This design comes from an exercise in tuning for small area, a short achievable clock period and few clock cycles per item on the open sky130 flow, not from production work. At most, simulation tests tie the RTL to the original design; equivalence was not proved. Function not checked in runs 3 and 4: the RTL went through the layout flow alone.

==> flow/design.v <==
`default_nettype none
package cwu_pkg;
    localparam int SEG_W      = 16;
    localparam int THRESH_W   = 32;
    localparam int TMO_CFG_W  = 24;
    localparam int CFG_DATA_W = 32;
    localparam int CFG_IDX_W  = 2;
    localparam int OUT_WIN_W  = 32;
    localparam int OUT_TMO_W  = 24;
    localparam int SQ_W       = 2 * SEG_W;
    localparam int DIV_STEPS  = SQ_W;
    localparam int CNT_W      = $clog2(DIV_STEPS);
    localparam logic [SEG_W-1:0]     SEG_RESET    = 16'd1000;
    localparam logic [THRESH_W-1:0]  THRESH_RESET = 32'd64000;
    localparam logic [TMO_CFG_W-1:0] CEIL_RESET   = 24'hFF_FFFF;
    localparam int                   INIT_TMO     = 1000;
    localparam logic OP_TIMEOUT = 1'b0;
    localparam logic OP_ACK     = 1'b1;
    typedef enum logic [CFG_IDX_W-1:0] {
        REG_SEGMENT_SIZE = 2'd0,
        REG_SSTHRESH     = 2'd1,
        REG_INIT_TIMEOUT = 2'd2,
        REG_CEILING      = 2'd3
    } cfg_reg_t;
    typedef struct packed {
        logic accept;
        logic square;
        logic div_step;
        logic commit;
    } cwu_cmd_t;
    typedef struct packed {
        logic need_div;
        logic out_free;
    } cwu_status_t;
endpackage
`default_nettype wire
`default_nettype none
module tcp_congestion_window_update #(
    parameter int WINDOW_BITS  = 32,
    parameter int TIMEOUT_BITS = 24
) (
    input  wire logic                             clk,
    input  wire logic                             rst_n,
    input  wire logic                             cfg_write,
    input  wire logic [cwu_pkg::CFG_IDX_W-1:0]    cfg_index,
    input  wire logic [cwu_pkg::CFG_DATA_W-1:0]   cfg_data,
    input  wire logic                             in_valid,
    output logic                                  in_ready,
    input  wire logic                             operation,
    input  wire logic                             new_data_acked,
    output logic                                  out_valid,
    input  wire logic                             out_ready,
    output logic [cwu_pkg::OUT_WIN_W-1:0]         window,
    output logic [cwu_pkg::OUT_TMO_W-1:0]         timeout_value,
    output logic                                  retransmit,
    output logic                                  restart_timer,
    output logic                                  in_avoidance
);
    localparam logic [1:0] ST_IDLE = 2'd0;
    localparam logic [1:0] ST_DIV  = 2'd1;    
    localparam logic [1:0] ST_FIN  = 2'd2;    
    logic [15:0] seg_reg;
    logic [31:0] thr_reg;
    logic [23:0] ceil_reg;
    logic [31:0] sq_reg;
    logic        sq_busy;
    logic [3:0]  sq_cnt;
    logic        sq_bit;       
    logic [31:0] win_reg;
    logic [23:0] tmo_reg;
    logic        ov_reg;
    logic        rex_reg;
    logic        avo_reg;
    logic        f0v, f0op, f0nd;
    logic        f1v, f1op, f1nd;
    logic [1:0]  st;
    logic [31:0] rem_reg;
    logic [31:0] q_reg;
    logic [4:0]  j_reg;        
    logic [1:0]  nbp_reg;      
    logic [4:0]  m_reg;        
    logic        qz_reg;       
    logic        stale_reg;    
    logic        avoid;
    logic        free;
    logic        push;
    logic        head_div;
    logic [4:0]  msb_w;
    logic [4:0]  msb_s;
    logic [5:0]  kdiff;
    logic [4:0]  m_next;
    logic        qz_next;
    logic [33:0] sx;
    logic [31:0] rem_init;
    logic [4:0]  psel;
    logic [1:0]  nbp_next;
    logic [32:0] r1s, d1, r2s, d2;
    logic        f1, f2;
    logic [31:0] r1, r2;
    logic        fin_c;
    logic [30:0] fin_hi;
    logic [31:0] add_a;
    logic [31:0] add_b;
    logic [32:0] add_s;
    logic [31:0] ss_sat;
    logic [31:0] fin_sat;
    logic [24:0] tmo_dbl;
    logic [23:0] tmo_new;
    logic        pop;
    logic        commit_nd;    
    logic        commit_fin;   
    logic        start;        
    logic        load_start;
    logic        is_to, is_dup, is_ss, is_dz;
    assign avoid    = win_reg >= thr_reg;
    assign free     = !ov_reg || out_ready;
    assign push     = in_valid && !f1v;
    assign head_div = f0op && f0nd;
    always_comb begin
        msb_w = '0;
        msb_s = '0;
        for (int i = 0; i < 32; i++) begin
            if (win_reg[i]) msb_w = i[4:0];
            if (sq_reg[i])  msb_s = i[4:0];
        end
    end
    assign kdiff   = {1'b0, msb_s} - {1'b0, msb_w};
    assign qz_next = kdiff[5] || (sq_reg == '0);
    assign m_next  = 5'((kdiff[4:0] + 5'd1) >> 1) | {kdiff[4:0] == 5'd31, 4'd0};
    assign sx       = {1'b0, sq_reg, 1'b0};
    assign rem_init = 32'(sq_reg[31:1] >> {m_reg, 1'b0});
    assign psel     = (st == ST_DIV) ? j_reg - 5'd1 : m_reg;
    assign nbp_next = sx[{psel, 1'b0} +: 2];
    assign r1s = {rem_reg, nbp_reg[1]};
    assign d1  = r1s - {1'b0, win_reg};
    assign f1  = !d1[32];
    assign r1  = f1 ? d1[31:0] : r1s[31:0];
    assign r2s = {r1, nbp_reg[0]};
    assign d2  = r2s - {1'b0, win_reg};
    assign f2  = !d2[32];
    assign r2  = f2 ? d2[31:0] : r2s[31:0];
    assign fin_c   = win_reg[0] & f1;
    assign fin_hi  = win_reg[31:1] + q_reg[30:0] + {30'd0, fin_c};
    assign fin_sat = ({1'b0, win_reg[31:1]} + {1'b0, q_reg[30:0]} + {31'd0, fin_c}) > 32'h7FFF_FFFF
                     ? 32'hFFFF_FFFF : {fin_hi, win_reg[0] ^ f1};
    assign add_a   = sq_busy ? {sq_reg[30:0], 1'b0} : win_reg;
    assign add_b   = sq_busy ? (sq_bit ? {16'd0, seg_reg} : 32'd0) : {16'd0, seg_reg};
    assign add_s   = {1'b0, add_a} + {1'b0, add_b};
    assign ss_sat  = add_s[32] ? 32'hFFFF_FFFF : add_s[31:0];
    assign tmo_dbl = {tmo_reg, 1'b0};
    assign tmo_new = (tmo_dbl > {1'b0, ceil_reg}) ? ceil_reg : tmo_dbl[23:0];
    assign is_to  = !f0op;
    assign is_dup = f0op && !f0nd;
    assign is_ss  = head_div && !avoid;
    assign is_dz  = head_div && avoid && (qz_reg || win_reg == '0);   
    always_comb begin
        commit_nd  = 1'b0;
        commit_fin = 1'b0;
        start      = 1'b0;
        if (!sq_busy) begin
            if (st == ST_FIN) begin
                commit_fin = free;
                start      = free && f0v && head_div && !qz_reg && !stale_reg;
            end else if (st == ST_IDLE && f0v) begin
                if (head_div && avoid && !is_dz)
                    start = !stale_reg;
                else
                    commit_nd = free && !(is_dz && stale_reg);
            end
        end
    end
    assign pop        = commit_nd || start;
    assign load_start = (st == ST_IDLE) || (st == ST_FIN && free);
    always_ff @(posedge clk or negedge rst_n) begin
        if (!rst_n) begin
            seg_reg   <= 16'd1000;
            thr_reg   <= 32'd64000;
            ceil_reg  <= 24'hFF_FFFF;
            sq_reg    <= 32'd1000000;
            sq_busy   <= 1'b0;
            sq_cnt    <= 4'd0;
            win_reg   <= 32'd1000;
            tmo_reg   <= 24'd1000;
            ov_reg    <= 1'b0;
            f0v       <= 1'b0;
            f1v       <= 1'b0;
            st        <= ST_IDLE;
            stale_reg <= 1'b1;
        end else begin
            if (cfg_write) begin
                case (cfg_index)
                    2'd0: begin
                        seg_reg <= cfg_data[15:0];
                        sq_busy <= 1'b1;
                        sq_cnt  <= 4'd15;
                        sq_reg  <= '0;
                    end
                    2'd1: thr_reg  <= cfg_data;
                    2'd3: ceil_reg <= cfg_data[23:0];
                    default: ;
                endcase
            end
            if (sq_busy && !(cfg_write && cfg_index == 2'd0)) begin
                sq_reg <= add_s[31:0];
                sq_cnt <= sq_cnt - 4'd1;
                if (sq_cnt == 4'd0)
                    sq_busy <= 1'b0;
            end
            if (pop) begin
                f0v <= f1v || push;
                f1v <= 1'b0;
            end else if (push) begin
                if (f0v) f1v <= 1'b1;
                else     f0v <= 1'b1;
            end
            if (commit_nd || commit_fin)
                ov_reg <= 1'b1;
            else if (out_ready)
                ov_reg <= 1'b0;
            if (commit_fin) begin
                win_reg <= fin_sat;
            end else if (commit_nd) begin
                if (is_to) begin
                    win_reg <= {16'd0, seg_reg};
                    tmo_reg <= tmo_new;
                end else if (is_ss) begin
                    win_reg <= ss_sat;
                end else if (is_dz && win_reg == '0) begin
                    win_reg <= 32'hFFFF_FFFF;
                end
            end
            stale_reg <= (commit_nd && is_to) || sq_busy;
            if (start)
                st <= (m_reg == 5'd0) ? ST_FIN : ST_DIV;
            else if (commit_fin)
                st <= ST_IDLE;
            else if (st == ST_DIV && j_reg == 5'd1)
                st <= ST_FIN;
        end
    end
    always_ff @(posedge clk) begin
        if (cfg_write && cfg_index == 2'd0)
            sq_bit <= cfg_data[15];
        else
            sq_bit <= seg_reg[sq_cnt - 4'd1];
        m_reg  <= m_next;
        qz_reg <= qz_next;
        if (pop) begin
            f0op <= f1v ? f1op : operation;
            f0nd <= f1v ? f1nd : new_data_acked;
        end else if (push && !f0v) begin
            f0op <= operation;
            f0nd <= new_data_acked;
        end
        if (push && f0v && !pop) begin
            f1op <= operation;
            f1nd <= new_data_acked;
        end
        if (commit_nd) begin
            rex_reg <= is_to;
            avo_reg <= avoid;
        end else if (commit_fin) begin
            rex_reg <= 1'b0;
            avo_reg <= 1'b1;
        end
        if (st == ST_DIV) begin
            rem_reg <= r2;
            q_reg   <= {q_reg[29:0], f1, f2};
            j_reg   <= j_reg - 5'd1;
            nbp_reg <= nbp_next;
        end else if (load_start) begin
            rem_reg <= rem_init;
            q_reg   <= '0;
            j_reg   <= m_reg;
            nbp_reg <= nbp_next;
        end
    end
    assign in_ready      = !f1v;
    assign out_valid     = ov_reg;
    assign window        = win_reg;
    assign timeout_value = tmo_reg;
    assign retransmit    = rex_reg;
    assign restart_timer = rex_reg;
    assign in_avoidance  = avo_reg;
endmodule
`default_nettype wire
==> flow/config.mk <==
export PLATFORM = sky130hd
export DESIGN_NAME = tcp_congestion_window_update
export DESIGN_NICKNAME = tcp_congestion_window_update
export VERILOG_FILES = /design/flow/design.v
export SDC_FILE = /design/flow/constraint.sdc
export NUM_CORES = 4
export LEC_CHECK = 0
export ABC_CLOCK_PERIOD_IN_PS = 3000
export CAP_MARGIN = 20
export CORE_MARGIN = 2
export CORE_UTILIZATION = 40
export SETUP_SLACK_MARGIN = 5.0
export SLEW_MARGIN = 20
==> flow/run.sh <==
#!/bin/bash
# synth_recipe.tcl (not shown) runs the flow's synth.tcl, then flattens the netlist and writes it again
# the make line also repeats each setting of config.mk as NAME=value (left out here)
make -C /OpenROAD-flow-scripts/flow DESIGN_CONFIG=/design/flow/config.mk WORK_HOME=/design/flow/orfs CLKGATE_MAP_FILE= SYNTH_SCRIPT=/design/flow/synth_recipe.tcl finish
==> flow/constraint.sdc <==
create_clock -name core_clock -period 8.5 [get_ports {clk}]
set_input_delay 1.7000 -clock core_clock [delete_from_list [all_inputs] [get_ports {clk}]]
set_output_delay 1.7000 -clock core_clock [all_outputs]
set_load 0.01 [all_outputs]
==> results by group, run 1 <==
Clock network
  • Clock buffer count from CTS: 30
  • CTS tree: yes
  • Latest clock arrival within the worst-skew pair: 0.58 ns
  • H-tree depth: 1
  • Clk slew on worst S/H paths: 0.06 ns
  • Clock sinks: 254
  • Root buffer cell: clkbuf_16
  • CTS max path bufs: 3
  • Hold buffers post-CTS: 0

Synth
  • Syn. warnings: 1
  • Synthesized area: 21,200 um^2
  • Post-Syn Instances: 2,393
  • Area contributors post-synth: dfrtp_1, edfxtp_1, ha_1, dfstp_2, mux2i_1
  • Post-synth top area share: 13.6%
  • Mapped Nets: 2,616
  • Syn Area/Cell: 8.87 um^2
  • Sequential share of the synthesized area: 31.9%
  • Prevailing post-synth register cell: dfrtp_1
  • Number of flops mapped to enable cells by yosys: 76
  • Seq cells post-synth: 254
  • Distinct cell type count after synthesis: 82
  • Cell taking the most area after synthesis: dfrtp_1
  • Async SR Flop Fraction: 67.3%

Worst setup path
  • WP buf/inv: 5
  • Top delay family on crit path: compound AO/OA/AOI/OAI gates
  • Slowest CP cell: or4_1
  • Crit Path Class: flip-flop to flip-flop
  • CP arrival: 6.28 ns
  • Crit path largest cell delay: 0.50 ns
  • Worst-path fanout max: 7
  • Crit. End Element: flip-flop
  • R2R setup slack: 2.71 ns
  • Type of origin of the critical path: flip-flop
  • Req. time, crit path: 8.99 ns

STA
  • Final Skew: 0.0168 ns
  • Slew Limit Fails: 0
  • TNS Setup: 0 ns
  • Worst Tran Pin Value: 1.06 ns
  • RSZ-0062 raised after global routing: true
  • Hold Vio Cnt, Final: 0
  • Max-slew headroom: 29.6%
  • Hold_ws: 0.504 ns
  • Fin crit period: 5.79 ns
  • FMAX: 173 MHz
  • Worst setup margin: 2.71 ns
  • Final setup viols: 0
  • Post-route clock period utilization: 68.1%

Die
  • Starting Density: 40.4%
  • Die W: 234 um
  • Ports: 102
  • Core area: 52,600 um^2
  • Die area: 54,900 um^2
  • Chip height: 234 um
  • Row count: 84

Drt
  • Iter 0 DRT Violations: 1,438
  • Post-DR wirelength/cell: 21.6 um
  • Vias: 19,100
  • First drt pass iteration count: 5
  • Total Routed Length: 70,600 um
  • Residual DRC: 0
  • Remaining antenna violation count: 0
  • Vias per inst: 5.85

Layout
  • Syn-to-layout area delta: 24.8%
  • Commonest cells after routing, fill and taps aside: nand2_1, nor2_1, a21oi_1
  • Design area: 26,500 um^2
  • Fin cells: 3,271
  • Layout Utilization: 50.4%
  • Layout cell share with drive strength beyond 1: 22.1%
  • Ant. Diodes: 0
  • NumNets Final: 2,782

Placement
  • Gp weighted congestion: 0.899
  • Port Buffer Count: 101
  • Pre-CTS setup slack: 1.77 ns
  • Dpl hpwl: 50,300 um
  • Cell Area, Placed: 23,100 um^2
  • Placed insts: 3,091

Global route
  • Vias in the first global route: 19,200
  • GRT overflow: 0
  • Largest net degree at the start of global routing: 96
  • First-pass GRT wire length: 109,000 um
  • Initial antenna violation count: 1
  • Gr usage total: 25.5%

Min path
  • Worst hold path class: flip-flop to flip-flop

Flow run
  • Max_cap viols: 0

Outcome
  • Outcome: complete, no violations
==> routing by layer <==
layer	track usage, %	wire length [um]	vias to the layer above	share of wire (%)
met5	0	0	-	0
met4	11.3	3830	0	5.4
met3	3.02	3520	158	5.0
met2	43.6	33400	600	47
met1	32.2	29800	9295	42
li1	-	-	9088	-
==> synthesized netlist by cell type, drive strengths merged (68+ instances only) <==
cell / count
a21o: 68
a21oi: 171
clkbuf: 86
dfrtp: 115
edfxtp: 76
ha: 176
inv: 131
mux2: 77
mux2i: 119
nand2: 200
nor2: 202
o21ai: 151
xnor2: 80
==> logic make-up (layout without fill, tap and decap cells) <==
logic type | after synthesis | count (layout) | synth area share, %
muxes | 208 | 208 | 11.0
xor gates and xnor gates | 122 | 122 | 5.12
DFF | 254 | 254 | 31.9
buffers and inverters | 246 | 434 | 4.53
AOI/OAI and AO/OA | 683 | 684 | 20.9
adders and majority gates | 182 | 182 | 10.9
and+or+nand+nor | 698 | 699 | 15.6
==> area by class of cell <==
type,instances,area (um^2)
clock inverter,11,120
inverter,131,532
tap,688,861
timing repair buffer,247,2410
multi-input combinational,1895,14900
sequential,254,6800
clock buffer,45,898
fill,4857,26100
==> what timing repair did <==
action                                  in CTS  in global routing
setup buffers                               79                 37
endpoints found under the setup margin     106                 99
pin swaps                                   83                 62
cloned                                       4                  3
resized for setup                          167                135
==> worst paths after layout <==
kind | start | endpoint | cells after the start
min reg2reg | thr_reg[25] | thr_reg[25] | 1
min in group asynchronous | rst_n | thr_reg[23] | 1
min | thr_reg[25] | thr_reg[25] | 1
max reg2reg | win_reg[20] | win_reg[31] | 25
max in group asynchronous | rst_n | sq_busy | 2
max | win_reg[20] | win_reg[31] | 25
Testbench counts, summed over its fixed seeds: cycles 13,938, items 4,800.
==> run 2: changes to the inputs <==
--- a/flow/config.mk
+++ b/flow/config.mk
@@ -7,3 +7,3 @@
 export LEC_CHECK = 0
-export ABC_CLOCK_PERIOD_IN_PS = 3000
+export ABC_CLOCK_PERIOD_IN_PS = 4500
 export CAP_MARGIN = 20
@@ -11,3 +11,3 @@
 export CORE_UTILIZATION = 40
-export SETUP_SLACK_MARGIN = 5.0
+export SETUP_SLACK_MARGIN = 3.5
 export SLEW_MARGIN = 20
==> run 2 against run 1 <==
- via count shrank 0.85%
- count of clock-buffer cells in the layout shrank 3
- clock skew grew 0.0099 ns
- hold slack lost 0.0093 ns
==> results by group, run 2 <==
STA
  • RSZ-0062 raised after global routing: true
  • Slew Limit Fails: 0 (unchanged)
  • Hold_ws: 0.495 ns (-0.00926 ns)
  • Worst setup margin: 2.81 ns (+0.104 ns)
  • TNS Setup: 0 ns (unchanged)
  • Fin crit period: 5.69 ns (-0.104 ns)
  • Max-slew headroom: 23.5% (-6.2 points)
  • Hold Vio Cnt, Final: 0 (unchanged)
  • Final Skew: 0.0267 ns (+0.00990 ns)
  • Final setup viols: 0 (unchanged)
  • Worst Tran Pin Value: 1.14 ns (+0.0827 ns)
  • Post-route clock period utilization: 66.9% (-1.2 points)
  • FMAX: 176 MHz (+1.8%)

Worst setup path
  • Worst reg2reg startpoint: win_reg[24]
  • Crit Path Class: flip-flop to flip-flop
  • Crit path largest cell delay: 0.47 ns (-0.03 ns)
  • Crit. End Element: flip-flop
  • Worst setup startpoint: win_reg[24]
  • Type of origin of the critical path: flip-flop
  • Top delay family on crit path: compound AO/OA/AOI/OAI gates
  • Req. time, crit path: 8.80 ns (-0.19 ns)
  • Slowest CP cell: dfrtp_2
  • CP arrival: 5.99 ns (-0.29 ns)
  • Crit-path most repeated cell: buf_12
  • Worst-path fanout max: 7 (unchanged)
  • WP buf/inv: 7 (+2)

Clock network
  • Root buffer cell: clkbuf_16
  • Latest clock arrival within the worst-skew pair: 0.60 ns (+0.02 ns)
  • CTS tree: yes
  • Clock buffer count from CTS: 30 (unchanged)
  • H-tree depth: 1 (unchanged)
  • Hold buffers post-CTS: 0 (unchanged)
  • Clock sinks: 254 (unchanged)
  • Clk slew on worst S/H paths: 0.07 ns (about the same)
  • CTS max path bufs: 3 (unchanged)

Layout
  • Design area: 25,900 um^2 (-2.1%)
  • Syn-to-layout area delta: 22.2%
  • Commonest non-fill, non-tap cell in the layout: nor2_1
  • Commonest cells after routing, fill and taps aside: nor2_1, nand2_1, ha_1
  • Fin cells: 3,236 (-1.1%)
  • NumNets Final: 2,747 (-1.3%)
  • Layout cell share with drive strength beyond 1: 19.7% (-2.4 points)
  • Ant. Diodes: 0 (unchanged)

Global route
  • Initial antenna violation count: 0 (-1)
  • Largest net degree at the start of global routing: 103 (+7.3%)
  • First-pass GRT wire length: 108,000 um (-1.3%)
  • Gr usage total: 25.1% (-0.32 points)
  • Vias in the first global route: 19,000 (-0.87%)
  • GRT overflow: 0 (unchanged)

Synth
  • Synthesized area: 21,200 um^2 (unchanged)
  • Mux cell area share after synthesis: 11.0% (unchanged)
  • XOR/XNOR share of the synthesized area: 5.12% (unchanged)
  • Distinct cell type count after synthesis: 82 (unchanged)
  • Post-Syn Instances: 2,393 (unchanged)
  • Largest family of logic cells by synthesized area: compound AO/OA/AOI/OAI gates
  • Adder and majority gate portion of the synthesized area: 10.9% (unchanged)
  • Area contributors post-synth: dfrtp_1, edfxtp_1, ha_1, dfstp_2, mux2i_1
  • Seq cells post-synth: 254 (unchanged)
  • Most frequent cell after synthesis: nor2_1
  • Synth cell count leaders: nor2_1, nand2_1, ha_1, a21oi_1, o21ai_0
  • Post-synth top area share: 13.6% (unchanged)
  • Syn. warnings: 1 (unchanged)
  • Sequential share of the synthesized area: 31.9% (unchanged)
  • Area fraction in and, or, nand and nor cells after synthesis: 15.6% (unchanged)
  • Number of flops mapped to enable cells by yosys: 76 (unchanged)
  • Cell taking the most area after synthesis: dfrtp_1
  • Synth Area in Compound Gates: 20.9% (unchanged)
  • Async SR Flop Fraction: 67.3% (unchanged)
  • Syn Area/Cell: 8.87 um^2 (unchanged)
  • Prevailing post-synth register cell: dfrtp_1
  • Mapped Nets: 2,616 (unchanged)

Min path
  • Worst hold path class: flip-flop to flip-flop
  • Hold path startpoint: seg_reg[9]

Outcome
  • Outcome: complete, no violations

Drt
  • Vias: 19,000 (-0.85%)
  • First drt pass iteration count: 6 (+1)
  • Residual DRC: 0 (unchanged)
  • Vias per inst: 5.86 (+0.22%)
  • Remaining antenna violation count: 0 (unchanged)
  • Iter 0 DRT Violations: 1,379 (-4.1%)
  • Total Routed Length: 69,600 um (-1.4%)
  • Post-DR wirelength/cell: 21.5 um (-0.32%)

Placement
  • Placed insts: 3,088 (-0.097%)
  • Gp weighted congestion: 0.927 (+3.0%)
  • Pre-CTS setup slack: 1.89 ns (+0.115 ns)
  • Port Buffer Count: 101 (unchanged)
  • Dpl hpwl: 49,800 um (-1.0%)
  • Cell Area, Placed: 23,000 um^2 (-0.26%)

Flow run
  • Max_cap viols: 0 (unchanged)

Die
  • Chip height: 234 um (unchanged)
  • Die area: 54,900 um^2 (unchanged)
  • Die W: 234 um (unchanged)
  • Ports: 102 (unchanged)
  • Row count: 84 (unchanged)
  • Core area: 52,600 um^2 (unchanged)
  • Starting Density: 40.4% (unchanged)
run 2: layer usage:
metal  track usage [%]  vias to the layer above  share of wire, %
li1                  -                     9025                 -
met1              31.7                     9241                42
met3              3.42                      136               5.3
met5                 0                        -                 0
met4              9.67                        0               4.0
met2              43.5                      576                48
run 2: cell type report:
cell class,count,area (um^2)
multi-input cells,1894,14500
repair buffers,213,2150
clock buffers,42,952
inverters,131,533
flip-flops and latches,254,6800
clock inverters,14,131
well taps,688,861
fillers,4899,26600
run 2: kinds of logic (layout without fill, tap and decap cells):
kind of cell               after synthesis  count (layout)
DFF                                    254             254
xor gates and xnor gates               122             122
adders and majority gates              182             182
buffers and inverters                  246             400
AOI/OAI and AO/OA                      683             683
and+or+nand+nor                        698             699
muxes                                  208             208
run 2: tightest hold or removal path, stage by stage, from the launching register on:
cell     delay (ns)
dfstp_2        0.39
nand2_1        0.06
nand2_1        0.05
run 2: stage by stage:
stage | utilization (%)
3_5_place_dp | 43.8
6_report | 49.3
3_3_place_gp | 43.8
5_1_grt | 49.3
4_1_cts | 48.0
2_1_floorplan | -
run 2: what timing repair did:
item | in CTS | in global routing
setup buffers | 53 | 30
setup endpoints to repair | 65 | 69
pin swaps | 77 | 68
hold endpoints to repair | 0 | 0
gates resized for setup | 129 | 100
gates cloned | 7 | 1
run 2: path summary, 6_finish.rpt:
check	slack [ns]	to	cells after the start
worst max-delay path	2.81	rem_reg[6]	25
worst min-delay path	0.50	seg_reg[9]	2
worst max register to register	2.81	rem_reg[6]	25
worst min register to register	0.50	seg_reg[9]	2
max in group asynchronous	5.61	sq_busy	2
min in group asynchronous	1.24	thr_reg[23]	1
==> run 3: changes to the inputs <==
--- a/flow/design.v
+++ b/flow/design.v
@@ -76,7 +76,7 @@
     logic [1:0]  st;
-    logic [31:0] rem_reg;
-    logic [31:0] q_reg;
-    logic [4:0]  j_reg;        
+    logic [32:0] rem_reg;      
+    logic [29:0] q_reg;
+    logic [3:0]  j_reg;        
     logic [1:0]  nbp_reg;      
-    logic [4:0]  m_reg;        
+    logic [3:0]  mm_reg;       
     logic        qz_reg;       
@@ -90,18 +90,19 @@
     logic [5:0]  kdiff;
-    logic [4:0]  m_next;
-    logic        qz_next;
-    logic [33:0] sx;
     logic [31:0] rem_init;
-    logic [4:0]  psel;
+    logic [3:0]  psel;
     logic [1:0]  nbp_next;
-    logic [32:0] r1s, d1, r2s, d2;
-    logic        f1, f2;
-    logic [31:0] r1, r2;
-    logic        fin_c;
-    logic [30:0] fin_hi;
+    logic        sub1, sub2;
+    logic [32:0] y1, y2;
+    logic        qb1, qb2;
     logic [31:0] add_a;
     logic [31:0] add_b;
-    logic [32:0] add_s;
-    logic [31:0] ss_sat;
-    logic [31:0] fin_sat;
+    logic [1:0]  lo_b;
+    logic [2:0]  lo_s;
+    logic [29:0] u_p, u_g, u_pp, u_gg;
+    logic [29:0] u_s0, u_s1;
+    logic        u_c0, u_c1;
+    logic [29:0] hi_s;
+    logic        hi_c;
+    logic [31:0] add_s;
+    logic [31:0] win_sat;
     logic [24:0] tmo_dbl;
@@ -113,3 +114,3 @@
     logic        load_start;
-    logic        is_to, is_dup, is_ss, is_dz;
+    logic        is_to, is_ss, is_dz;
     assign avoid    = win_reg >= thr_reg;
@@ -126,25 +127,41 @@
     end
-    assign kdiff   = {1'b0, msb_s} - {1'b0, msb_w};
-    assign qz_next = kdiff[5] || (sq_reg == '0);
-    assign m_next  = 5'((kdiff[4:0] + 5'd1) >> 1) | {kdiff[4:0] == 5'd31, 4'd0};
-    assign sx       = {1'b0, sq_reg, 1'b0};
-    assign rem_init = 32'(sq_reg[31:1] >> {m_reg, 1'b0});
-    assign psel     = (st == ST_DIV) ? j_reg - 5'd1 : m_reg;
-    assign nbp_next = sx[{psel, 1'b0} +: 2];
-    assign r1s = {rem_reg, nbp_reg[1]};
-    assign d1  = r1s - {1'b0, win_reg};
-    assign f1  = !d1[32];
-    assign r1  = f1 ? d1[31:0] : r1s[31:0];
-    assign r2s = {r1, nbp_reg[0]};
-    assign d2  = r2s - {1'b0, win_reg};
-    assign f2  = !d2[32];
-    assign r2  = f2 ? d2[31:0] : r2s[31:0];
-    assign fin_c   = win_reg[0] & f1;
-    assign fin_hi  = win_reg[31:1] + q_reg[30:0] + {30'd0, fin_c};
-    assign fin_sat = ({1'b0, win_reg[31:1]} + {1'b0, q_reg[30:0]} + {31'd0, fin_c}) > 32'h7FFF_FFFF
-                     ? 32'hFFFF_FFFF : {fin_hi, win_reg[0] ^ f1};
-    assign add_a   = sq_busy ? {sq_reg[30:0], 1'b0} : win_reg;
-    assign add_b   = sq_busy ? (sq_bit ? {16'd0, seg_reg} : 32'd0) : {16'd0, seg_reg};
-    assign add_s   = {1'b0, add_a} + {1'b0, add_b};
-    assign ss_sat  = add_s[32] ? 32'hFFFF_FFFF : add_s[31:0];
+    assign kdiff = {1'b0, msb_s} - {1'b0, msb_w};
+    assign rem_init = (sq_reg >> 2) >> {mm_reg, 1'b0};
+    assign psel     = (st == ST_DIV) ? j_reg - 4'd1 : mm_reg;
+    assign nbp_next = sq_reg[{psel, 1'b0} +: 2];
+    assign sub1 = !rem_reg[32];
+    assign y1   = {rem_reg[31:0], nbp_reg[1]} + ({1'b0, win_reg} ^ {33{sub1}}) + {32'd0, sub1};
+    assign qb1  = !y1[32];
+    assign sub2 = qb1;
+    assign y2   = {y1[31:0], nbp_reg[0]} + ({1'b0, win_reg} ^ {33{sub2}}) + {32'd0, sub2};
+    assign qb2  = !y2[32];
+    assign add_a = sq_busy ? {sq_reg[30:0], 1'b0} : win_reg;
+    assign add_b = (st == ST_FIN) ? {q_reg, 2'b00}
+                 : (sq_busy && !sq_bit) ? 32'd0 : {16'd0, seg_reg};
+    assign lo_b  = (st == ST_FIN) ? {qb1, qb2} : add_b[1:0];
+    assign lo_s  = {1'b0, add_a[1:0]} + {1'b0, lo_b};
+    always_comb begin
+        u_p = add_a[31:2] ^ add_b[31:2];
+        u_g = add_a[31:2] & add_b[31:2];
+        u_pp = u_p;
+        u_gg = u_g;
+        for (int i = 1; i <= 5; i++)
+            for (int k = (1 << i) - 1; k < 30; k += (1 << i)) begin
+                u_gg[k] = u_gg[k] | (u_pp[k] & u_gg[k - (1 << (i - 1))]);
+                u_pp[k] = u_pp[k] & u_pp[k - (1 << (i - 1))];
+            end
+        for (int i = 5; i > 0; i--)
+            for (int k = (1 << i) + (1 << (i - 1)) - 1; k < 30; k += (1 << i)) begin
+                u_gg[k] = u_gg[k] | (u_pp[k] & u_gg[k - (1 << (i - 1))]);
+                u_pp[k] = u_pp[k] & u_pp[k - (1 << (i - 1))];
+            end
+        u_s0 = u_p ^ {u_gg[28:0], 1'b0};
+        u_s1 = u_p ^ ({u_gg[28:0], 1'b0} | {u_pp[28:0], 1'b1});
+        u_c0 = u_gg[29];
+        u_c1 = u_gg[29] | u_pp[29];
+    end
+    assign hi_s    = lo_s[2] ? u_s1 : u_s0;
+    assign hi_c    = lo_s[2] ? u_c1 : u_c0;
+    assign add_s   = {hi_s, lo_s[1:0]};
+    assign win_sat = hi_c ? 32'hFFFF_FFFF : add_s;
     assign tmo_dbl = {tmo_reg, 1'b0};
@@ -152,3 +169,2 @@
     assign is_to  = !f0op;
-    assign is_dup = f0op && !f0nd;
     assign is_ss  = head_div && !avoid;
@@ -203,3 +219,3 @@
             if (sq_busy && !(cfg_write && cfg_index == 2'd0)) begin
-                sq_reg <= add_s[31:0];
+                sq_reg <= add_s;
                 sq_cnt <= sq_cnt - 4'd1;
@@ -220,3 +236,3 @@
             if (commit_fin) begin
-                win_reg <= fin_sat;
+                win_reg <= win_sat;
             end else if (commit_nd) begin
@@ -226,3 +242,3 @@
                 end else if (is_ss) begin
-                    win_reg <= ss_sat;
+                    win_reg <= win_sat;
                 end else if (is_dz && win_reg == '0) begin
@@ -233,6 +249,6 @@
             if (start)
-                st <= (m_reg == 5'd0) ? ST_FIN : ST_DIV;
+                st <= (mm_reg == 4'd0) ? ST_FIN : ST_DIV;
             else if (commit_fin)
                 st <= ST_IDLE;
-            else if (st == ST_DIV && j_reg == 5'd1)
+            else if (st == ST_DIV && j_reg == 4'd1)
                 st <= ST_FIN;
@@ -245,4 +261,4 @@
             sq_bit <= seg_reg[sq_cnt - 4'd1];
-        m_reg  <= m_next;
-        qz_reg <= qz_next;
+        mm_reg <= kdiff[4:1];
+        qz_reg <= kdiff[5] || (sq_reg == '0);
         if (pop) begin
@@ -266,10 +282,10 @@
         if (st == ST_DIV) begin
-            rem_reg <= r2;
-            q_reg   <= {q_reg[29:0], f1, f2};
-            j_reg   <= j_reg - 5'd1;
+            rem_reg <= y2;
+            q_reg   <= {q_reg[27:0], qb1, qb2};
+            j_reg   <= j_reg - 4'd1;
             nbp_reg <= nbp_next;
         end else if (load_start) begin
-            rem_reg <= rem_init;
+            rem_reg <= {1'b0, rem_init};
             q_reg   <= '0;
-            j_reg   <= m_reg;
+            j_reg   <= mm_reg;
             nbp_reg <= nbp_next;
--- a/flow/config.mk
+++ b/flow/config.mk
@@ -7,3 +7,2 @@
 export LEC_CHECK = 0
-export ABC_CLOCK_PERIOD_IN_PS = 4500
 export CAP_MARGIN = 20
==> run 3 against run 2 <==
- final cell count shrank 8.8%
- area after synthesis down 8.7%
- hold slack got worse by 0.0070 ns
- maximum frequency is 28% lower
- core utilization is 3.9 points higher
- still clean on timing, DRC and antenna
- wire length decreased by 8.8%
- critical path depth increased by 16
- cell area shrank 2.0%
==> results by group, run 3 <==
Die
  • Die area: 50,200 um^2 (-8.6%)
  • Die W: 224 um (-4.4%)
  • Row count: 80 (-4.8%)
  • Core area: 47,700 um^2 (-9.1%)
  • Chip height: 224 um (-4.4%)
  • Ports: 102 (unchanged)
  • Starting Density: 40.6% (+0.19 points)

Global route
  • GRT overflow: 0 (unchanged)
  • First-pass GRT wire length: 96,800 um (-10%)
  • Initial antenna violation count: 0 (unchanged)
  • Gr usage total: 24.6% (-0.52 points)
  • Largest net degree at the start of global routing: 75 (-27%)
  • Vias in the first global route: 16,800 (-12%)

Drt
  • Vias per inst: 5.73 (-2.4%)
  • Vias: 16,900 (-11%)
  • Iter 0 DRT Violations: 1,161 (-16%)
  • Residual DRC: 0 (unchanged)
  • Remaining antenna violation count: 0 (unchanged)
  • Total Routed Length: 63,500 um (-8.8%)
  • Post-DR wirelength/cell: 21.5 um (about the same)
  • First drt pass iteration count: 5 (-1)

STA
  • Max-slew headroom: 31.6% (+8.1 points)
  • FMAX: 127 MHz (-28%)
  • Hold Vio Cnt, Final: 0 (unchanged)
  • Post-route clock period utilization: 92.9% (+26 points)
  • Final Skew: 0.0243 ns (-0.00235 ns)
  • Final setup viols: 0 (unchanged)
  • Worst Tran Pin Value: 1.02 ns (-0.114 ns)
  • TNS Setup: 0 ns (unchanged)
  • RSZ-0062 raised after global routing: true
  • Slew Limit Fails: 0 (unchanged)
  • Worst setup margin: 0.607 ns (-2.21 ns)
  • Fin crit period: 7.89 ns (+2.21 ns)

Layout
  • Ant. Diodes: 0 (unchanged)
  • Fillers: 4,158 (-15%)
  • Multi-input logic area: 13,600 um^2 (-6.3%)
  • Max reg flops: 33
  • Layout cell share with drive strength beyond 1: 29.7% (+9.9 points)
  • Syn-to-layout area delta: 31.1%
  • Reg area: 6720 um^2 (-1.1%)
  • NumNets Final: 2,515 (-8.4%)
  • Commonest cells after routing, fill and taps aside: nand2_1, buf_4, nor2_1

Synth
  • Synth cell count leaders: nand2_1, nor2_1, ha_1, a21oi_1, xnor2_1
  • Post-Syn Instances: 2,088 (-13%)
  • Mapped Nets: 2,289 (-13%)
  • Syn Area/Cell: 9.28 um^2 (+4.6%)
  • Async SR Flop Fraction: 67.9% (+0.53 points)
  • Prevailing post-synth register cell: dfrtp_1
  • Synthesized area: 19,400 um^2 (-8.7%)
  • Post-synth top area share: 14.9% (+1.3 points)
  • Seq cells post-synth: 252 (-0.79%)
  • Cell taking the most area after synthesis: dfrtp_1
  • Sequential share of the synthesized area: 34.7% (+2.8 points)
  • Syn. warnings: 1 (unchanged)
  • Area contributors post-synth: dfrtp_1, edfxtp_1, ha_1, dfstp_2, xnor2_1
  • Number of flops mapped to enable cells by yosys: 75 (-1.3%)
  • Distinct cell type count after synthesis: 82 (unchanged)
  • Most frequent cell after synthesis: nand2_1

Clock network
  • CTS tree: yes
  • H-tree depth: 1 (unchanged)
  • Clk slew on worst S/H paths: 0.06 ns (about the same)
  • Clock buffer count from CTS: 28 (-6.7%)
  • Latest clock arrival within the worst-skew pair: 0.58 ns (-0.02 ns)
  • Root buffer cell: clkbuf_16
  • Clock sinks: 252 (-0.79%)
  • CTS max path bufs: 3 (unchanged)

Worst setup path
  • Crit. End Element: flip-flop
  • Req. time, crit path: 8.97 ns (+0.17 ns)
  • Type of origin of the critical path: flip-flop
  • Worst-path fanout max: 8 (+1)
  • Crit Path Class: flip-flop to flip-flop
  • CP arrival: 8.37 ns (+2.38 ns)
  • Slowest CP cell: edfxtp_1
  • Crit path largest cell delay: 0.43 ns (-0.04 ns)

Placement
  • Pre-CTS setup slack: 0.334 ns (-1.55 ns)
  • Port Buffer Count: 101 (unchanged)
  • Dpl hpwl: 45,900 um (-7.8%)
  • Gp weighted congestion: 0.913 (-1.5%)

Outcome
  • Outcome: complete, no violations

Min path
  • Worst hold path class: flip-flop to flip-flop

Flow run
  • Max_cap viols: 0 (unchanged)
==> run 3: kinds of logic after synthesis <==
logic type,count (synthesis),share of synthesized area (%)
compound gates,537,18.3
xor+xnor,153,6.96
fa+ha+maj,160,10.5
buf+inv,238,4.72
flops,252,34.7
mux,183,11.1
simple gates,565,13.7
==> run 3: final timing paths <==
kind                       slack [ns]         from  depth (start not counted)           to
hold reg to reg                  0.49   seg_reg[3]                          2   seg_reg[3]
setup reg to reg                 0.61  rem_reg[32]                         41   win_reg[2]
min in group asynchronous        1.04        rst_n                          1  tmo_reg[22]
hold / removal                   0.49   seg_reg[3]                          2   seg_reg[3]
setup / recovery                 0.61  rem_reg[32]                         41   win_reg[2]
max in group asynchronous        6.19        rst_n                          2      sq_busy
==> run 3: metal layers <==
layer / share of wire [%] / vias to the layer above / GRT usage, %
li1: - / 7928 / -
met1: 44 / 8353 / 33.0
met2: 49 / 523 / 42.1
met3: 4.9 / 91 / 2.27
met4: 2.7 / 0 / 7.63
met5: 0 / - / 0
==> run 3: cell type report <==
class                           count  share of cell area [%]
Clock buffer                       41                    3.48
Clock inverter                     11                   0.281
Inverter                          121                    1.79
Multi-Input combinational cell   1598                    53.5
Sequential cell                   252                    26.5
Tap cell                          615                    3.03
Timing Repair Buffer              313                    11.5
==> run 3: timing repair <==
item,in CTS,in global routing
hold buffers,0,0
resized for setup,165,146
setup buffers,59,47
setup endpoints to repair,89,90
pin swaps,124,111
cloned,4,0
==> run 3: critical path, delay by kind of cell, from the launching register on <==
kind	cells	cell delay [ns]
flip-flops	1	0.43
AND/OR/NAND/NOR	5	0.88
XOR/XNOR	5	0.75
buffers and inverters	12	1.70
AO/OA/AOI/OAI	15	2.91
adder cells (fa/ha/maj)	4	1.12
==> run 3: through the flow <==
stage	std cells	hold WS, ns	util, %	instance area (um^2)
2_1_floorplan	2088	0.452	-	19600
3_3_place_gp	2789	0.475	45.5	21700
3_5_place_dp	2789	0.475	45.5	21700
4_1_cts	2904	0.485	50.4	24100
5_1_grt	2951	0.515	53.2	25400
6_report	2951	0.488	53.2	25400
==> run 4: changes to the inputs <==
--- a/flow/config.mk
+++ b/flow/config.mk
@@ -10,3 +10,2 @@
 export CORE_UTILIZATION = 40
-export SETUP_SLACK_MARGIN = 3.5
 export SLEW_MARGIN = 20
==> run 4 against run 3 <==
- via count shrank 0.95%
- area after synthesis is the same
- worst setup slack lost 0.21 ns
- maximum frequency shrank 2.6%
- register-to-register slack lost 0.21 ns
- still clean
- non-clock buffer count shrank 13
- critical path type unchanged
- sequential share of layout area grew 1.8 points
- die area is the same
- wire length shrank 3.6%
- global-route usage shrank 0.50 points
==> results by group, run 4 <==
Synth
  • Syn. warnings: 1 (unchanged)
  • Most frequent cell after synthesis: nand2_1
  • Sequential share of the synthesized area: 34.7% (unchanged)
  • Synth cell count leaders: nand2_1, nor2_1, ha_1, a21oi_1, xnor2_1
  • Seq cells post-synth: 252 (unchanged)
  • Async SR Flop Fraction: 67.9% (unchanged)
  • Mapped Nets: 2,289 (unchanged)
  • Syn Area/Cell: 9.28 um^2 (unchanged)
  • Distinct cell type count after synthesis: 82 (unchanged)
  • Cell taking the most area after synthesis: dfrtp_1
  • Post-synth top area share: 14.9% (unchanged)
  • Prevailing post-synth register cell: dfrtp_1
  • Area contributors post-synth: dfrtp_1, edfxtp_1, ha_1, dfstp_2, xnor2_1
  • Synthesized area: 19,400 um^2 (unchanged)
  • Number of flops mapped to enable cells by yosys: 75 (unchanged)
  • Post-Syn Instances: 2,088 (unchanged)

Flow run
  • Max_cap viols: 0 (unchanged)

Clock network
  • CTS tree: yes
  • Hold buffers post-CTS: 0 (unchanged)
  • Clock buffer count from CTS: 30 (+7.1%)
  • Latest clock arrival within the worst-skew pair: 0.60 ns (+0.02 ns)
  • Clock sinks: 252 (unchanged)
  • H-tree depth: 1 (unchanged)
  • CTS max path bufs: 3 (unchanged)
  • Clk slew on worst S/H paths: 0.06 ns (about the same)
  • Root buffer cell: clkbuf_16

Worst setup path
  • Worst-case reg-to-reg path depth: 41 (unchanged)
  • CP arrival: 8.56 ns (+0.19 ns)
  • Crit. path cell count: 41 (unchanged)
  • Worst reg2reg startpoint: rem_reg[32]
  • Crit path largest cell delay: 0.50 ns (+0.07 ns)
  • Req. time, crit path: 8.95 ns (-0.02 ns)
  • Crit-path most repeated cell: buf_4
  • Crit Path Class: flip-flop to flip-flop
  • Crit Reg-Reg Endpoint: win_reg[13]
  • WP buf/inv: 7 (-5)
  • Type of origin of the critical path: flip-flop
  • Top delay family on crit path: compound AO/OA/AOI/OAI gates
  • Worst-path fanout max: 8 (unchanged)
  • R2R setup slack: 0.39 ns (-0.21 ns)
  • Crit. End Element: flip-flop
  • Slowest CP cell: o211ai_1

Drt
  • Remaining antenna violation count: 0 (unchanged)
  • Vias: 16,700 (-0.95%)
  • Residual DRC: 0 (unchanged)
  • Post-DR wirelength/cell: 20.8 um (-3.3%)
  • First drt pass iteration count: 6 (+1)
  • Iter 0 DRT Violations: 1,208 (+4.0%)
  • Total Routed Length: 61,200 um (-3.6%)
  • Vias per inst: 5.69 (-0.65%)

Global route
  • Initial antenna violation count: 0 (unchanged)
  • GRT overflow: 0 (unchanged)
  • Gr usage total: 24.1% (-0.50 points)
  • Largest net degree at the start of global routing: 104 (+39%)
  • First-pass GRT wire length: 95,100 um (-1.8%)
  • Vias in the first global route: 16,800 (+0.24%)

Die
  • Core area: 47,700 um^2 (unchanged)
  • Ports: 102 (unchanged)
  • Die W: 224 um (unchanged)
  • Starting Density: 40.6% (unchanged)
  • Chip height: 224 um (unchanged)
  • Die area: 50,200 um^2 (unchanged)
  • Row count: 80 (unchanged)

Min path
  • Hold path startpoint: seg_reg[9]
  • Worst hold path class: flip-flop to flip-flop
  • Hold EP: seg_reg[9]
  • Hold path cells: 2 (unchanged)

Layout
  • Max reg flops: 33 (unchanged)
  • Syn-to-layout area delta: 22.9%
  • Layout cell share with drive strength beyond 1: 22.1% (-7.5 points)
  • Commonest cells after routing, fill and taps aside: buf_4, nand2_1, nor2_1
  • Fillers: 4,396 (+5.7%)
  • NumNets Final: 2,504 (-0.44%)
  • Commonest non-fill, non-tap cell in the layout: buf_4
  • Ant. Diodes: 0 (unchanged)
  • Design area: 23,800 um^2 (-6.3%)

STA
  • Fin crit period: 8.11 ns (+0.213 ns)
  • Final setup viols: 0 (unchanged)
  • Final Skew: 0.0274 ns (+0.00303 ns)
  • FMAX: 123 MHz (-2.6%)
  • Post-route clock period utilization: 95.4% (+2.5 points)
  • Max-slew headroom: 27.7% (-3.9 points)
  • Worst setup margin: 0.394 ns (-0.213 ns)
  • Hold_ws: 0.488 ns (-0.000534 ns)
  • Hold Vio Cnt, Final: 0 (unchanged)
  • Worst Tran Pin Value: 1.08 ns (+0.0589 ns)
  • Slew Limit Fails: 0 (unchanged)

Placement
  • Dpl hpwl: 46,400 um (+1.1%)
  • Pre-CTS setup slack: -0.0815 ns (-0.416 ns)
  • Cell Area, Placed: 22,100 um^2 (+1.9%)
  • Port Buffer Count: 101 (unchanged)
  • Gp weighted congestion: 0.939 (+2.8%)

Outcome
  • Outcome: complete, no violations
==> run 4: cell types whose count changed in the layout (fill, tap and decap cells not counted), moves of 12 or more <==
cell	previous run	this run
xnor2_1	77	111
a21oi_1	99	132
a21oi_2	35	12
buf_6	32	10
xnor2_2	32	10
o21ai_0	88	104
buf_4	167	181
xor2_1	15	29
a221oi_1	1	14
ha_1	136	149
xnor2_4	15	3
==> run 4: cells by family (layout without fill, tap and decap cells) <==
group / count (synthesis) / count (layout) / share of synthesized area, %
compound gates: 537 / 537 / 18.3
xor+xnor: 153 / 153 / 6.96
fa+ha+maj: 160 / 160 / 10.5
buf+inv: 238 / 477 / 4.72
flops: 252 / 252 / 34.7
mux: 183 / 183 / 11.1
simple gates: 565 / 565 / 13.7
==> run 4: worst max-delay path by stage <==
stage / from / slack [ns] / to
after floorplan: rem_reg[32] / 0.21 / win_reg[6]
after global placement: win_reg[0] / 0.14 / win_reg[13]
after detailed placement: rem_reg[32] / -0.08 / win_reg[13]
after CTS: rem_reg[32] / 0.02 / win_reg[13]
after global routing: rem_reg[32] / -0.06 / win_reg[13]
final: rem_reg[32] / 0.39 / win_reg[13]
==> run 4: routing by layer <==
metal / vias to the layer above / track usage (%) / wire [um]
met1: 8197 / 31.7 / 26600
met5: - / 0 / 0
li1: 7929 / - / -
met3: 103 / 2.98 / 3300
met4: 0 / 7.74 / 1910
met2: 505 / 41.2 / 29400
==> run 4: cell type report <==
| type | instances | area (um^2) | area share (%) |
|---|---|---|---|
| Clock inverter | 9 | 100 | 0.420 |
| Clock buffer | 47 | 940 | 3.95 |
| Sequential cell | 252 | 6720 | 28.2 |
| Timing Repair Buffer | 300 | 2670 | 11.2 |
| Multi-Input combinational cell | 1598 | 12200 | 51.1 |
| Inverter | 121 | 454 | 1.91 |
| Tap cell | 615 | 769 | 3.23 |
==> run 4: tightest hold or removal path: cells and delay by family (launching register included) <==
family / cells / cell delay (ns)
and+or+nand+nor: 2 / 0.11
DFF: 1 / 0.38
==> run 4: stage by stage <==
stage	std cells	util (%)	setup TNS (ns)
after floorplan	2088	-	0
after global placement	2865	46.4	0
after detailed placement	2865	46.4	-0.135
after CTS	2921	48.5	0
after global routing	2942	49.9	-0.120
final	2942	49.9	0
==> run 4: repair_timing <==
item,CTS,global route
buffers inserted,0,18
gates cloned,0,2
endpoints found under the setup margin,31,50
pin swaps,1,54
gates resized for setup,2,92

[port drivers added, routing unchanged]
The flow's constraints put no driver on any port. The routed layouts listed below were extracted and timed again, unchanged, in two steps. Step 1 (the two cells are an assumption about what drives the block):
set clk [get_ports {clk}]
set_driving_cell -lib_cell sky130_fd_sc_hd__clkbuf_16 $clk
set_driving_cell -lib_cell sky130_fd_sc_hd__buf_2 [delete_from_list [all_inputs] $clk]
Step 2 also shifts input and output timing later by t, the mid clock arrival at the registers, as if the neighbouring blocks saw the same clock. a / b / c = no drivers / after step 1 / after step 2; a / b = the first two.
run	t, ns	slack for setup (ns)	worst hold slack (ns)	worst setup path at the end	worst slew at a driven data input, ns
run 1	0.631	2.710 / 2.710 / 2.710	0.504 / 0.504 / 0.504	register to register	0.05
run 2	0.643	2.814 / 2.814 / 2.814	0.495 / 0.495 / 0.495	register to register	0.06
run 3	0.616	0.607 / 0.607 / 0.607	0.488 / 0.488 / 0.488	register to register	0.05
run 4	0.641	0.394 / 0.394 / 0.394	0.488 / 0.488 / 0.488	register to register	0.05
After both steps setup and hold are still met in every run listed.
